Source: an optimization exercise on an open RTL-to-GDS flow (aim: small area, a short achievable clock period and few clock cycles per item). Production flows keep margins and buffers that such runs may drop. The RTL was checked by simulation tests, not by an equivalence proof against the original design. Power is estimated from default activity; no workload was simulated.

==> flow/design.v <==
package pcg_pkg;
   localparam int REQ_DATA_W = 88;
   localparam int RSP_DATA_W = 64;
   localparam int CSR_ADDR_W = 4;
   localparam int CSR_DATA_W = 32;
   localparam logic [1:0] EVT_NOTE_OFF = 2'd0;
   localparam logic [1:0] EVT_NOTE_ON  = 2'd1;
   localparam logic [1:0] EVT_PITCH    = 2'd2;
   localparam logic [1:0] REG_GATE_HIGH = 2'd0;
   localparam logic [1:0] REG_GATE_LOW  = 2'd1;
   localparam logic [1:0] REG_THRESHOLD = 2'd2;
   localparam logic [16:0] GATE_HIGH_RST = 17'd4096;
   localparam logic [16:0] GATE_LOW_RST  = 17'd409;
   localparam logic [15:0] THRESHOLD_RST = 16'd41;
   localparam logic [18:0] Q_BASE      = 19'd20480;
   localparam logic [12:0] VEL_DEFAULT = 13'd3277;     
   localparam logic [12:0] VEL_FULL    = 13'd4096;
endpackage
import pcg_pkg::*;
module pcg_csr (
   input  logic                  clock,
   input  logic                  reset,
   input  logic                  csr_psel,
   input  logic                  csr_penable,
   input  logic                  csr_pwrite,
   input  logic [CSR_ADDR_W-1:0] csr_paddr,
   input  logic [CSR_DATA_W-1:0] csr_pwdata,
   output logic [CSR_DATA_W-1:0] csr_prdata,
   output logic                  csr_pready,
   output logic signed [16:0]    gate_high_nx,
   output logic signed [16:0]    gate_low_nx,
   output logic [15:0]           threshold
);
   logic signed [16:0] gate_high_ff;
   logic signed [16:0] gate_low_ff;
   logic [15:0]        threshold_ff;
   logic               wr_beat;
   assign csr_pready = 1'b1;
   assign wr_beat    = csr_psel && csr_penable && csr_pwrite;
   assign threshold  = threshold_ff;
   assign gate_high_nx = (wr_beat && csr_paddr[3:2] == REG_GATE_HIGH) ? csr_pwdata[16:0] : gate_high_ff;
   assign gate_low_nx  = (wr_beat && csr_paddr[3:2] == REG_GATE_LOW)  ? csr_pwdata[16:0] : gate_low_ff;
   always_ff @(posedge clock) begin
      if (reset) begin
         gate_high_ff <= GATE_HIGH_RST;
         gate_low_ff  <= GATE_LOW_RST;
         threshold_ff <= THRESHOLD_RST;
      end else begin
         gate_high_ff <= gate_high_nx;
         gate_low_ff  <= gate_low_nx;
         if (wr_beat && csr_paddr[3:2] == REG_THRESHOLD) begin
            threshold_ff <= csr_pwdata[15:0];
         end
      end
   end
   always_comb begin
      case (csr_paddr[3:2])
         REG_GATE_HIGH: csr_prdata = {{15{gate_high_ff[16]}}, gate_high_ff};
         REG_GATE_LOW:  csr_prdata = {{15{gate_low_ff[16]}}, gate_low_ff};
         REG_THRESHOLD: csr_prdata = {16'd0, threshold_ff};
         default:       csr_prdata = '0;
      endcase
   end
endmodule
import pcg_pkg::*;
module pcg_lane_mem (
   input  logic               clock,
   input  logic               reset,
   input  logic [3:0]         rd_lane,
   output logic               rd_gate,
   output logic [6:0]         rd_note,
   output logic signed [18:0] rd_q,
   input  logic [15:0]        walk_sel,
   output logic [6:0]         walk_note,
   output logic [15:0]        gates,
   input  logic [15:0]        gate_set,
   input  logic [15:0]        gate_clr,
   input  logic [3:0]         wr_lane,
   input  logic               note_we,
   input  logic               q_we,
   input  logic [6:0]         wr_note,
   input  logic signed [18:0] wr_q
);
   logic [15:0]        gate_ff;
   logic [6:0]         note_ff [0:15];
   logic signed [18:0] q_ff    [0:15];
   assign gates   = gate_ff;
   assign rd_gate = gate_ff[rd_lane];
   assign rd_note = note_ff[rd_lane];
   assign rd_q    = q_ff[rd_lane];
   always_comb begin
      walk_note = '0;
      for (int i = 0; i < 16; i++) begin
         walk_note = walk_note | (note_ff[i] & {7{walk_sel[i]}});
      end
   end
   always_ff @(posedge clock) begin
      if (reset) begin
         gate_ff <= '0;
      end else begin
         gate_ff <= (gate_ff & ~gate_clr) | gate_set;
      end
   end
   always_ff @(posedge clock) begin
      for (int i = 0; i < 16; i++) begin
         if (note_we && wr_lane == 4'(i)) begin
            note_ff[i] <= wr_note;
         end
         if (q_we && wr_lane == 4'(i)) begin
            q_ff[i] <= wr_q;
         end
      end
   end
endmodule
import pcg_pkg::*;
module pcg_note_calc (
   input  logic signed [18:0] q,           
   input  logic signed [16:0] vel_level,
   input  logic               vel_present,
   input  logic [6:0]         rec_note,    
   input  logic signed [18:0] rec_q,       
   input  logic [15:0]        threshold,
   output logic [6:0]         note,        
   output logic signed [21:0] new_offset,  
   output logic signed [21:0] held_offset, 
   output logic               send_pitch,  
   output logic [12:0]        velocity
);
   logic signed [21:0] a;
   logic [9:0]         round_hi;
   logic signed [20:0] dq;
   logic signed [24:0] d12;
   logic [16:0]        vel_x;
   logic [33:0]        vel_prod;
   logic [15:0]        vel_quot;
   assign a = 22'(q) * 22'sd12;
   assign round_hi = a[21:12] + {9'd0, a[11]};
   always_comb begin
      if (a[21]) begin
         note = 7'd0;
      end else if (round_hi > 10'd127) begin
         note = 7'd127;
      end else begin
         note = round_hi[6:0];
      end
   end
   assign new_offset  = {a[21:12] - {3'd0, note}, a[11:0]};
   assign held_offset = {a[21:12] - {3'd0, rec_note}, a[11:0]};
   assign dq  = 21'(q) - 21'(rec_q);
   assign d12 = 25'(dq) * 25'sd12;
   assign send_pitch = ((d12 - $signed({9'd0, threshold})) >= 0)
                    || ((-d12 - $signed({9'd0, threshold})) >= 0);
   assign vel_x    = {1'b0, vel_level[15:0]} + 17'd5;
   assign vel_prod = 34'(vel_x) * 34'd26215;
   assign vel_quot = vel_prod[33:18];
   always_comb begin
      if (!vel_present) begin
         velocity = VEL_DEFAULT;
      end else if (vel_level[16] || (vel_level == '0)) begin
         velocity = 13'd0;
      end else if (vel_level >= 17'sd40955) begin
         velocity = VEL_FULL;
      end else begin
         velocity = vel_quot[12:0];
      end
   end
endmodule
import pcg_pkg::*;
module pcg_event_out (
   input  logic                  clock,
   input  logic                  reset,
   input  logic                  push,
   input  logic [1:0]            e_kind,
   input  logic [3:0]            e_lane,
   input  logic [6:0]            e_note,
   input  logic [12:0]           e_vel,
   input  logic [21:0]           e_off,
   input  logic [15:0]           e_time,
   input  logic                  e_last,
   input  logic                  e_on,      
   output logic                  free,
   output logic                  rsp_tvalid,
   input  logic                  rsp_tready,
   output logic [RSP_DATA_W-1:0] rsp_tdata,
   output logic [1:0]            rsp_tuser,
   output logic                  rsp_tlast
);
   logic        valid_ff;
   logic        on_ff;
   logic [1:0]  kind_ff;
   logic [3:0]  lane_ff;
   logic [6:0]  note_ff;
   logic [12:0] vel_ff;
   logic [21:0] off_ff;
   logic [15:0] time_ff;
   logic        last_ff;
   assign free = !valid_ff || (rsp_tready && !on_ff);
   always_ff @(posedge clock) begin
      if (reset) begin
         valid_ff <= 1'b0;
         on_ff    <= 1'b0;
      end else if (on_ff) begin
         if (rsp_tready) begin
            on_ff <= 1'b0;
         end
      end else if (free) begin
         valid_ff <= push;
         on_ff    <= push && e_on;
      end
   end
   always_ff @(posedge clock) begin
      if (on_ff) begin
         if (rsp_tready) begin
            kind_ff <= EVT_PITCH;
            vel_ff  <= '0;
         end
      end else if (free) begin
         kind_ff <= e_kind;
         lane_ff <= e_lane;
         note_ff <= e_note;
         vel_ff  <= e_vel;
         off_ff  <= e_off;
         time_ff <= e_time;
         last_ff <= e_last;
      end
   end
   assign rsp_tvalid = valid_ff;
   assign rsp_tuser  = kind_ff;
   assign rsp_tlast  = last_ff && !on_ff;
   assign rsp_tdata  = {2'd0, time_ff, off_ff & {22{!on_ff}}, vel_ff, note_ff, lane_ff};
endmodule
import pcg_pkg::*;
module poly_cv_gate_to_note_events (
   input  logic                  clock,
   input  logic                  reset,
   input  logic                  req_tvalid,
   output logic                  req_tready,
   input  logic [REQ_DATA_W-1:0] req_tdata,
   input  logic [0:0]            req_tuser,    
   output logic                  rsp_tvalid,
   input  logic                  rsp_tready,
   output logic [RSP_DATA_W-1:0] rsp_tdata,
   output logic [1:0]            rsp_tuser,    
   output logic                  rsp_tlast,
   input  logic                  csr_psel,
   input  logic                  csr_penable,
   input  logic                  csr_pwrite,
   input  logic [CSR_ADDR_W-1:0] csr_paddr,
   input  logic [CSR_DATA_W-1:0] csr_pwdata,
   output logic [CSR_DATA_W-1:0] csr_prdata,
   output logic                  csr_pready
);
   logic signed [16:0] gate_high_nx;
   logic signed [16:0] gate_low_nx;
   logic [15:0]        threshold;
   logic               b_valid_ff;
   logic               it_reset_ff;    
   logic [3:0]         it_lane_ff;
   logic [4:0]         it_req_ff;      
   logic               it_ge_ff;       
   logic               it_le_ff;       
   logic signed [18:0] it_q_ff;        
   logic signed [16:0] it_vl_ff;
   logic               it_vp_ff;
   logic [15:0]        it_time_ff;
   logic [4:0]         lanes_ff;
   logic               req_beat;
   logic signed [16:0] in_gate;
   logic signed [16:0] in_pitch;
   logic signed [4:0]  in_oct;
   logic [4:0]         in_count;
   logic               rd_gate;
   logic [6:0]         rd_note;
   logic signed [18:0] rd_q;
   logic [15:0]        walk_sel;
   logic [6:0]         walk_note;
   logic [15:0]        gates;
   logic [15:0]        gate_set;
   logic [15:0]        gate_clr;
   logic               note_we;
   logic               q_we;
   logic [6:0]         c_note;
   logic signed [21:0] c_new_off;
   logic signed [21:0] c_held_off;
   logic               c_send;
   logic [12:0]        c_vel;
   logic [15:0]        keep;
   logic [15:0]        pending;
   logic               walk;
   logic               walk_single;
   logic [3:0]         walk_lane;
   logic               in_use;
   logic               rise, fall, held;
   logic               s_event;
   logic               out_free;
   logic               fire;
   logic               b_done;
   logic               push;
   logic [1:0]         e_kind;
   logic [3:0]         e_lane;
   logic [6:0]         e_note;
   logic [12:0]        e_vel;
   logic [21:0]        e_off;
   logic               e_last;
   logic               e_on;
   pcg_csr u_csr (
      .clock        (clock),
      .reset        (reset),
      .csr_psel     (csr_psel),
      .csr_penable  (csr_penable),
      .csr_pwrite   (csr_pwrite),
      .csr_paddr    (csr_paddr),
      .csr_pwdata   (csr_pwdata),
      .csr_prdata   (csr_prdata),
      .csr_pready   (csr_pready),
      .gate_high_nx (gate_high_nx),
      .gate_low_nx  (gate_low_nx),
      .threshold    (threshold)
   );
   pcg_lane_mem u_lane_mem (
      .clock     (clock),
      .reset     (reset),
      .rd_lane   (it_lane_ff),
      .rd_gate   (rd_gate),
      .rd_note   (rd_note),
      .rd_q      (rd_q),
      .walk_sel  (walk_sel),
      .walk_note (walk_note),
      .gates     (gates),
      .gate_set  (gate_set),
      .gate_clr  (gate_clr),
      .wr_lane   (it_lane_ff),
      .note_we   (note_we),
      .q_we      (q_we),
      .wr_note   (c_note),
      .wr_q      (it_q_ff)
   );
   pcg_note_calc u_note_calc (
      .q           (it_q_ff),
      .vel_level   (it_vl_ff),
      .vel_present (it_vp_ff),
      .rec_note    (rd_note),
      .rec_q       (rd_q),
      .threshold   (threshold),
      .note        (c_note),
      .new_offset  (c_new_off),
      .held_offset (c_held_off),
      .send_pitch  (c_send),
      .velocity    (c_vel)
   );
   pcg_event_out u_event_out (
      .clock      (clock),
      .reset      (reset),
      .push       (push),
      .e_kind     (e_kind),
      .e_lane     (e_lane),
      .e_note     (e_note),
      .e_vel      (e_vel),
      .e_off      (e_off),
      .e_time     (it_time_ff),
      .e_last     (e_last),
      .e_on       (e_on),
      .free       (out_free),
      .rsp_tvalid (rsp_tvalid),
      .rsp_tready (rsp_tready),
      .rsp_tdata  (rsp_tdata),
      .rsp_tuser  (rsp_tuser),
      .rsp_tlast  (rsp_tlast)
   );
   assign req_tready = !b_valid_ff || b_done;
   assign req_beat   = req_tvalid && req_tready;
   assign in_gate  = req_tdata[25:9];
   assign in_pitch = req_tdata[42:26];
   assign in_oct   = req_tdata[47:43];
   assign in_count = req_tdata[8:4];
   always_ff @(posedge clock) begin
      if (reset) begin
         b_valid_ff <= 1'b0;
      end else if (req_tready) begin
         b_valid_ff <= req_tvalid;
      end
   end
   always_ff @(posedge clock) begin
      if (req_beat) begin
         it_reset_ff <= req_tuser[0];
         it_lane_ff  <= req_tdata[3:0];
         if (in_count == 5'd0) begin
            it_req_ff <= 5'd1;
         end else if (in_count > 5'd16) begin
            it_req_ff <= 5'd16;
         end else begin
            it_req_ff <= in_count;
         end
         it_ge_ff   <= in_gate >= gate_high_nx;
         it_le_ff   <= in_gate <= gate_low_nx;
         it_q_ff    <= $signed(Q_BASE) + 19'(in_pitch) + $signed({in_oct, 12'd0});
         it_vl_ff   <= req_tdata[64:48];
         it_vp_ff   <= req_tdata[65];
         it_time_ff <= req_tdata[81:66];
      end
   end
   always_comb begin
      for (int i = 0; i < 16; i++) begin
         keep[i] = !it_reset_ff && (5'(i) < it_req_ff);
      end
   end
   assign pending = (it_reset_ff || it_lane_ff == 4'd0) ? (gates & ~keep) : 16'd0;
   assign walk    = |pending;
   always_comb begin
      walk_sel  = '0;
      walk_lane = '0;
      for (int i = 15; i >= 0; i--) begin
         if (pending[i]) begin
            walk_sel  = 16'(1) << i;
            walk_lane = 4'(i);
         end
      end
   end
   assign walk_single = (pending & ~walk_sel) == 16'd0;
   assign in_use = !it_reset_ff && (it_lane_ff == 4'd0 || {1'b0, it_lane_ff} < lanes_ff);
   assign rise   = in_use && !rd_gate && it_ge_ff;
   assign fall   = in_use && rd_gate && it_le_ff;
   assign held   = in_use && rd_gate && !it_le_ff && c_send;
   assign s_event = rise || fall || held;
   assign fire   = b_valid_ff && out_free;
   assign b_done = fire && (!walk || (walk_single && it_reset_ff));
   always_comb begin
      push     = 1'b0;
      e_kind   = EVT_NOTE_OFF;
      e_lane   = it_lane_ff;
      e_note   = rd_note;
      e_vel    = '0;
      e_off    = '0;
      e_last   = 1'b1;
      e_on     = 1'b0;
      gate_set = '0;
      gate_clr = '0;
      note_we  = 1'b0;
      q_we     = 1'b0;
      if (walk) begin
         push   = b_valid_ff;
         e_lane = walk_lane;
         e_note = walk_note;
         e_last = walk_single && (it_reset_ff || !s_event);
         if (fire) begin
            gate_clr = walk_sel;
         end
      end else begin
         push = b_valid_ff && s_event;
         if (rise) begin
            e_kind = EVT_NOTE_ON;
            e_note = c_note;
            e_vel  = c_vel;
            e_off  = c_new_off;
            e_on   = 1'b1;
         end else if (held) begin
            e_kind = EVT_PITCH;
            e_off  = c_held_off;
         end
         if (fire) begin
            gate_set = {15'd0, rise} << it_lane_ff;
            gate_clr = {15'd0, fall} << it_lane_ff;
            note_we  = rise;
            q_we     = rise || held;
         end
      end
   end
   always_ff @(posedge clock) begin
      if (reset) begin
         lanes_ff <= 5'd1;
      end else if (b_done) begin
         if (it_reset_ff) begin
            lanes_ff <= 5'd1;
         end else if (it_lane_ff == 4'd0) begin
            lanes_ff <= it_req_ff;
         end
      end
   end
endmodule
==> flow/run.sh <==
#!/bin/bash
# synth_recipe.tcl (not shown) runs the flow's synth.tcl, then flattens the netlist and writes it again
# the make line also repeats each setting of config.mk as NAME=value (left out here)
make -C /OpenROAD-flow-scripts/flow DESIGN_CONFIG=/design/flow/config.mk WORK_HOME=/design/flow/orfs CLKGATE_MAP_FILE= SYNTH_SCRIPT=/design/flow/synth_recipe.tcl finish
==> flow/config.mk <==
export PLATFORM = sky130hd
export DESIGN_NAME = poly_cv_gate_to_note_events
export DESIGN_NICKNAME = poly_cv_gate_to_note_events
export VERILOG_FILES = /design/flow/design.v
export SDC_FILE = /design/flow/constraint.sdc
export NUM_CORES = 4
export LEC_CHECK = 0
export CAP_MARGIN = 20
export CORE_MARGIN = 2
export CORE_UTILIZATION = 40
export SLEW_MARGIN = 20
==> flow/constraint.sdc <==
create_clock -name core_clock -period 10.0 [get_ports {clock}]
set_input_delay 2.0000 -clock core_clock [delete_from_list [all_inputs] [get_ports {clock}]]
set_output_delay 2.0000 -clock core_clock [all_outputs]
set_load 0.01 [all_outputs]
==> run summary <==
-- worst max path at each step --
| stage | start | endpoint | slack [ns] | depth (start not counted) |
|---|---|---|---|---|
| floorplan | it_lane_ff[1] | u_lane_mem.q_ff[0][0] | 0.87 | 39 |
| global placement | it_lane_ff[2] | u_lane_mem.q_ff[6][15] | 0.55 | 36 |
| detailed placement | it_lane_ff[2] | u_lane_mem.q_ff[6][15] | 0.50 | 40 |
| CTS | it_lane_ff[2] | u_lane_mem.q_ff[6][3] | 0.41 | 40 |
| global route | it_lane_ff[2] | u_lane_mem.q_ff[5][4] | 0.02 | 39 |
| finish | it_lane_ff[1] | u_lane_mem.q_ff[6][6] | 0.79 | 37 |
-- cells in the final DEF (no fill, tap or decap), types with 14 or more instances in the layout --
cell	synthesis	final
clkbuf_16	0	73
clkbuf_1	70	18
a21o_1	46	46
and2_1	17	17
nor3_1	45	38
clkdlybuf4s50_1	0	204
xor2_1	24	24
a222oi_1	16	16
ha_1	331	331
a22oi_1	151	151
nand2_1	169	169
a211oi_1	14	14
o22ai_1	30	30
a22o_1	25	25
buf_4	25	104
and3_1	23	23
inv_1	238	238
nor2_2	0	24
a21oi_1	164	162
edfxtp_1	544	544
fa_1	94	94
xnor2_1	55	55
nor2b_1	50	50
nand3_1	76	76
nor2_1	163	137
o21ai_0	88	87
dfxtp_1	74	74
nand4_1	44	44
a31oi_1	14	14
o21a_1	29	29
mux2i_1	50	50
a221oi_1	39	39
o21ai_1	14	15
nand2b_1	34	34
or2_2	14	14
-- layout make-up --
class | instances | area share (%)
inverters | 239 | 2.14
multi-input cells | 2026 | 39.1
clock inverters | 37 | 1.21
flip-flops and latches | 618 | 42.6
clock buffers | 92 | 4.56
repair buffers | 311 | 6.87
well taps | 1165 | 3.48
diodes | 1 | 0.00598
-- flip-flops by register name (all words and copies together) (netlist names), 7 cells and up --
signal / count
u_lane_mem.q_ff: 304
u_lane_mem.note_ff: 112
u_event_out.off_ff: 20
it_q_ff: 19
it_vl_ff: 17
u_csr.gate_high_ff: 17
u_csr.gate_low_ff: 17
it_time_ff: 16
u_csr.threshold_ff: 16
u_event_out.time_ff: 16
u_lane_mem.gate_ff: 16
u_event_out.vel_ff: 13
u_event_out.note_ff: 7
-- power breakdown --
part	switching (µW)	internal (µW)	leakage [µW]
clock network	1090	1580	0.00116
logic	3040	2250	0.00924
registers	40.9	3000	0.00568
total	4180	6830	0.0161
-- critical path: cells and delay by family (launching register included) --
kind | cells | cell delay (ns)
fa+ha+maj | 5 | 1.53
simple gates | 11 | 2.15
xor+xnor | 2 | 0.55
compound gates | 15 | 3.13
flops | 1 | 0.53
buf+inv | 4 | 0.94
-- logic make-up after synthesis --
kind of cell               synth area share [%]
other                                    0.0212
and+or+nand+nor                            9.98
adders and majority gates                  17.0
AOI/OAI and AO/OA                          14.9
buffers and inverters                      4.14
muxes                                      1.79
xor gates and xnor gates                   1.99
DFF                                        50.2
-- stage by stage --
stage / worst slack (ns) / utilization (%) / cells / hold slack (ns) / power, µW
2_1_floorplan: 0.866 / - / 3001 / 0.400 / 7010
3_3_place_gp: 0.551 / 44.5 / 4345 / 0.400 / 8320
3_5_place_dp: 0.496 / 44.5 / 4346 / 0.405 / 8350
4_1_cts: 0.415 / 47.3 / 4475 / 0.420 / 11100
5_1_grt: 0.0190 / 47.4 / 4488 / 0.425 / 11900
6_report: 0.795 / 47.4 / 4489 / 0.419 / 11000
-- routing by layer --
metal / track usage, % / up-vias / routed length [µm]
met3: 3.42 / 189 / 7360
met5: 0 / - / 0
met4: 7.12 / 0 / 2940
met2: 36.4 / 980 / 48400
met1: 30.5 / 12500 / 44600
li1: - / 11800 / -
-- what timing repair did --
item	in CTS	in global routing
setup buffers	0	12
endpoints found under the setup margin	0	326
gates resized for setup	0	4
==> results_dict.tcl <==
set metrics [dict create \
    status "timing/DRC/antenna clean" \
    period_needed_ns 9.21 \
    post_synth_num_cell_types 103 \
    ant_nets 0 \
    nets 3824 \
    crit_arrival_ns 9.53 \
    htreeDepth 3 \
    slew_headroom_pct 24.4 \
    cts-buffers-inserted 71 \
    io-pin-count 234 \
    drt_first_iter_violations 2598 \
    cts_root_buf "clkbuf_16" \
    yosysTopAreaCellShare_pct 46.0 \
    fillers 8005 \
    p_leak_uw 0.0161 \
    r2r_cells 37 \
    clk_pin_slew_ns 0.06 \
    rsz0062_at_grt "no" \
    max_stage_delay_ns 0.53 \
    row_count 109 \
    holdCritPathClass "flip-flop to flip-flop" \
    dp_hpwl_um 74300 \
    r2r_setup_slack_ns 0.79 \
    ys_seq_elements 618 \
    hold_viol 0 \
    slowest_stage "edfxtp_1" \
    r2r_start "it_lane_ff[1]" \
    grt_first_pass_wirelength_um 153000 \
    area.sequential_um2 17800 \
    tightest_slew_ns 1.13 \
    antenna_found_initial 2 \
    end_kind "flip-flop" \
    placed_cell_area_um2 39300 \
    path_common_cell "ha_1" \
    finalInstanceArea_um2 41800 \
    gp_congestion 0.902 \
    hold_buffers 0 \
    worstSkewPairLatency_ns 0.64 \
    power.density_nw_per_um2 263 \
    syn_avg_cell_area_um2 11.8 \
    grt_pass1_vias 24900 \
    core_region_area_um2 88200 \
    holdPathEnd "u_event_out.time_ff[12]" \
    multi_input_area_um2 16400 \
    synth_edf_count 544 \
    synth_most_common_cell "edfxtp_1" \
    setup-tns-final_ns 0 \
    setup_viol 0 \
    wirelength_um 103000 \
    drive_gt1_share_pct 9.39 \
    async_reset_ff_share_pct 0 \
    synth.largest_area_cell "edfxtp_1" \
    min-delay-start "it_time_ff[12]" \
    syn_area_um2 35500 \
    die_width_um 302 \
    fmax_ghz 0.109 \
    cts.path.max_buffers 3 \
    die_area_um2 91200 \
    vias_per_cell 5.68 \
    cts_tree "done" \
    synthTopCellsByArea "edfxtp_1, ha_1, fa_1" \
    synth_commonest_cells "edfxtp_1, ha_1, inv_1, nand2_1, a21oi_1" \
    start_kind "flip-flop" \
    overflow 0 \
    num_vias 25500 \
    drc 0 \
    r2r-end "u_lane_mem.q_ff[6][6]" \
    ys_warn_count 7 \
    vdd_ir_drop_max_v 0.000252 \
    drt_first_pass_iters 7 \
    yosysSeqAreaShare_pct 50.2 \
    grt_max_degree 72 \
    finalClockSkew_ns 0.0387 \
    port_buffers 205 \
    initial_utilization_pct 40.2 \
    hold_depth 0 \
    post-route-period-util_pct 92.1 \
    crit_fanout 19 \
    max-cap-violations 0 \
    avgRoutedWirePerCell_um 23.0 \
    ys.flop_type "edfxtp_1" \
    grt_usage_pct 22.3 \
    synthCells 2998 \
    cts_num_sinks 618 \
    maxSlewViolCount 0 \
    syn_to_final_growth_pct 17.8 \
    die_h_um 302 \
    critical_path_class "flip-flop to flip-flop" \
    worst_ep_required_time_ns 10.32 \
]
Testbench counts, summed over its fixed seeds: cycles 37,068, items 32,000.

[static timing again, ports no longer ideal]
How much do the figures lean on ideal ports? The routed layout below was timed once more, with nothing changed but the port constraints.
Step 1 assumes that a clkbuf_16 drives the clock port and a buf_2 every other input.
Step 2 adds t to the input delays and takes it off the output delays; t is the mean of the earliest and latest rising clock arrival at the registers after step 1. Input paths then give back, and output paths get back, about the clock's delay inside the block.
Three values: no drivers, after step 1, after step 2; two values: the first two.
shift t [ns]: 0.682
setup WS [ns]: 0.795 / 0.795 / 0.795
worst setup path at the end: register to register
worst data-port slew with drivers (ns): 0.07
cell pins on the clock port's net: 1
After both steps setup and hold are still met in this run. The setup slack of this run moves by 0.000 ns with the drivers and by 0.000 ns with both steps.
